Background: an optimization exercise with open tools, aiming at small area, a short achievable clock period and few clock cycles per item. Do not read the settings as production practice. In this exercise RTL edits were held to simulation tests only and were not proved equivalent to the original. The clock port is modelled as an ideal driver, which makes a skipped or thinned clock tree look cheaper than it is; a real chip needs a root buffer or a tree. Power is estimated from default activity; no workload was simulated.

Design hilbert_curve_converter, start of the top module:
module hilbert_curve_converter (
   input  logic                        clock,
   input  logic                        reset,
   input  logic                        req_valid,
   output logic                        req_stall,
   input  logic [64:0]                 req_word,
   output logic                        rsp_valid,
   input  logic                        rsp_stall,
   output logic [63:0]                 rsp_word,
   input  logic                        csr_write_enable,
   input  logic [4:0]                  csr_write_data
);
   localparam int N  = hcc_pkg::MAX_ORDER;
   localparam int NP = N / 2;
   localparam int MW = hcc_pkg::MAP_W;
   localparam int NL = 5;                       
   logic [hcc_pkg::ORDER_W-1:0] order_ff;       
   logic [N-1:0]                lvl_mask;       
   logic                        take;           
   logic                        s1_take;        
   logic [N-1:0]                a_in, e_in;
   logic                        s1_valid_ff;
   logic                        s1_action_ff;   
   logic                        s1_action_n_ff;
   logic                        s1_act;         
   logic                        s1_act_b;
   logic [N-1:0]                s1_a_ff, s1_e_ff;
   logic [1:0]                  z7_in;          
   logic [1:0]                  s1_z7_ff;
   logic [NP-1:0][MW-1:0]       pmap;           
   logic [NP-1:0][MW-1:0]       pre_in;         
   logic [NP-1:0][MW-1:0]       pre_out;        
   logic [NP-2:0][1:0]          pz_in;          
   logic [N-1:0]                ah_in;          
   logic                        rsp_valid_ff;
   logic                        rsp_act_x_ff;   
   logic                        rsp_act_y_ff;
   logic                        rsp_ix_hi_ff;   
   logic                        rsp_ix_lo_ff;
   logic [N-1:0]                rsp_a_ff, rsp_e_ff;
   logic [NL-1:0][1:0]          rsp_pz_ff;
   logic [2*NL-1:0]             st_u, st_c;     
   logic [2*NL-1:0]             st1_u, st1_c;   
   function automatic logic [1:0] lvl_step(input logic act, input logic a, input logic e,
                                           input logic [1:0] z);
      logic u, c;
      u = z[1];
      c = z[0];
  ...
Size: roughly 610 cells after synthesis, about 140 I/O pins.
export LEC_CHECK = 0
export ABC_AREA = 1
export CAP_MARGIN = 20
export CORE_AREA = 2.3 2.72 112.7 112.88
export DIE_AREA = 0 0 115 115.2
export PLACE_DENSITY = 0.75
export SETUP_SLACK_MARGIN = 2.6
export SLEW_MARGIN = 20
export TNS_END_PERCENT = 5
create_clock -name core_clock -period 5.0 [get_ports {clock}]
standard.sh (not shown) runs the stock make flow with config.mk's settings and CLKGATE_MAP_FILE= SYNTH_SCRIPT=/design/flow/synth_recipe.tcl, a recipe that flattens the netlist after the stock synthesis.
==> flow/flow/run.sh <==
#!/bin/bash
# The standard layout, with three changes:
#  - after the standard synthesis, its combinational logic is mapped again by
#    ABC (flow/remap.tcl, script below); every register instance is kept as
#    the standard synthesis made it, with its name and cell;
#  - the ports are buffered by the smallest buffer instead of the delay buffer
#    buffer_ports picks by default; every port still gets its own buffer;
#  - the clock tree is one level of four clkbuf_16 (flow/one_level_cts.tcl)
#    instead of TritonCTS's two-level H-tree.
# Each tool's output goes to a log file of its own in this folder.
set -euo pipefail
work=$(pwd)
results=$work/orfs/results/sky130hd/hilbert_curve_converter/base
export BUFFER_PORTS_ARGS="-buffer_cell sky130_fd_sc_hd__buf_1"
export PRE_CTS_TCL="$work/flow/one_level_cts.tcl"

# standard synthesis
bash standard.sh "$results/1_2_yosys.v" > standard_synth.log 2>&1

# re-map the combinational logic
cp "$results/1_2_yosys.v" "$work/standard_netlist.v"
YOSYS=$(command -v yosys || echo "$FLOW_HOME/../tools/install/yosys/bin/yosys")
REMAP_IN=$work/standard_netlist.v REMAP_OUT=$work/remapped_netlist.v \
REMAP_TOP=${FLOW_TOP:-hilbert_curve_converter} REMAP_STAT=$work/remap_stat.txt \
REMAP_LIB=$FLOW_HOME/platforms/sky130hd/lib/sky130_fd_sc_hd__tt_025C_1v80.lib \
REMAP_SCRIPT="strash; &get -n; &dch -f; &nf -R 1000; &put" \
  "$YOSYS" -c "$work/flow/remap.tcl" > remap.log 2>&1
cp "$work/remapped_netlist.v" "$results/1_2_yosys.v"
touch "$results/1_2_yosys.v"

# the rest of the standard layout on the re-mapped netlist
bash standard.sh finish > standard_layout.log 2>&1
Other scripts of this flow, unchanged in this note and not shown: flow/flow/one_level_cts.tcl, flow/flow/remap.tcl
The starting point finished clean.
Testbench counts at the start, summed over its fixed seeds: cycles 2,568, items 2,560.
Next try:
--- a/flow/config.mk
+++ b/flow/config.mk
@@ -9,5 +9,4 @@
 export CAP_MARGIN = 20
-export CORE_AREA = 2.3 2.72 112.7 112.88
-export DIE_AREA = 0 0 115 115.2
-export PLACE_DENSITY = 0.75
+export CORE_AREA = 2.3 2.72 121.9 122.4
+export DIE_AREA = 0 0 124 124.5
 export SETUP_SLACK_MARGIN = 2.6
Power went up by 1.4%; global-route usage goes down by 2.4 points; register-to-register slack gains 90 ps; synthesized cell count does not change.
Next try:
--- a/flow/config.mk
+++ b/flow/config.mk
@@ -9,5 +9,5 @@
 export CAP_MARGIN = 20
-export CORE_AREA = 2.3 2.72 121.9 122.4
-export DIE_AREA = 0 0 124 124.5
-export SETUP_SLACK_MARGIN = 2.6
+export CORE_AREA = 2.3 2.72 112.7 112.88
+export DIE_AREA = 0 0 115 115.2
+export SETUP_SLACK_MARGIN = 2.4
 export SLEW_MARGIN = 20
Worst setup slack gains 49 ps.
Area after synthesis does not change.
Wire length came out lower by 2.0%.
Clock power climbs by about 2%.
Cell area fell by 0.54%.
Combinational power falls by about 5%.
Sequential cell count stays the same.
Next try:
--- a/flow/flow/run.sh
+++ b/flow/flow/run.sh
@@ -25,3 +25,3 @@
 REMAP_LIB=$FLOW_HOME/platforms/sky130hd/lib/sky130_fd_sc_hd__tt_025C_1v80.lib \
-REMAP_SCRIPT="strash; &get -n; &dch -f; &nf -R 1000; &put" \
+REMAP_SCRIPT="strash; &get -n; &dch; &nf -R 1000; &put" \
   "$YOSYS" -c "$work/flow/remap.tcl" > remap.log 2>&1
--- a/flow/config.mk
+++ b/flow/config.mk
@@ -11,3 +11,3 @@
 export DIE_AREA = 0 0 115 115.2
-export SETUP_SLACK_MARGIN = 2.4
+export SETUP_SLACK_MARGIN = 2.6
 export SLEW_MARGIN = 20
=> The new run finished clean; routed wire length went up by 4.1%; hold slack hardly moves; power went up by 6.9%.
Next try:
--- a/flow/flow/run.sh
+++ b/flow/flow/run.sh
@@ -25,3 +25,3 @@
 REMAP_LIB=$FLOW_HOME/platforms/sky130hd/lib/sky130_fd_sc_hd__tt_025C_1v80.lib \
-REMAP_SCRIPT="strash; &get -n; &dch; &nf -R 1000; &put" \
+REMAP_SCRIPT="strash; &get -n; &dch -f; &nf -R 1000; &put" \
   "$YOSYS" -c "$work/flow/remap.tcl" > remap.log 2>&1
--- a/flow/config.mk
+++ b/flow/config.mk
@@ -11,2 +11,3 @@
 export DIE_AREA = 0 0 115 115.2
+export GPL_TIMING_DRIVEN = 1
 export SETUP_SLACK_MARGIN = 2.6
Outcome: Worst setup slack gets better by 6.1 ps. Total power decreases by a little under a tenth. Maximum frequency is about the same. Cell count falls slightly.
Next try:
--- a/flow/config.mk
+++ b/flow/config.mk
@@ -9,5 +9,4 @@
 export CAP_MARGIN = 20
-export CORE_AREA = 2.3 2.72 112.7 112.88
-export DIE_AREA = 0 0 115 115.2
-export GPL_TIMING_DRIVEN = 1
+export CORE_AREA = 2.3 2.72 105.8 106.08
+export DIE_AREA = 0 0 108 108.5
 export SETUP_SLACK_MARGIN = 2.6
The changed run completed without violations.
Final cell count grows by 0.75%.
Combinational power grows by about 6%.
Synthesized area does not change.
Worst setup slack got worse by 22 ps.
Synthesized cell count does not change.
Wire length shrinks by 2.7%.
Core utilization grows by 8.1 points.
In every run of this note, the design's own scripts or RTL, not TritonCTS, make the clock network.

-- what the ideal ports hide --
Ports are ideal in the flow. The routed layouts listed here were re-timed in OpenROAD.
Step 1, drivers: a clkbuf_16 drives clock and a buf_2 each remaining input, both assumed.
Step 2 times the ports against the registers' clock, not the clock port: input delays grow and output delays shrink by t, the midpoint of the rising clock arrivals with the driver on.
Slacks: ideal ports / drivers / drivers and shift; pairs: ideal ports / drivers.
| run | shift t [ns] | slack for setup (ns) | worst setup path at the end |
|---|---|---|---|
| the first run | 0.234 | 1.978 / 1.978 / 1.978 | register to register |
| the second run | 0.236 | 2.065 / 2.065 / 2.058 | input to register |
| the third run | 0.238 | 2.113 / 2.109 / 1.973 | input to register |
| the fourth run | 0.236 | 2.100 / 2.078 / 2.100 | register to register |
| the fifth run | 0.238 | 2.106 / 2.099 / 1.978 | input to register |
| the sixth run | 0.232 | 2.085 / 2.085 / 2.037 | input to register |
After both steps setup and hold are still met in every run listed. For the third run, which loses most, drivers alone change the setup slack by -0.004 ns; drivers and shift together by -0.140 ns.
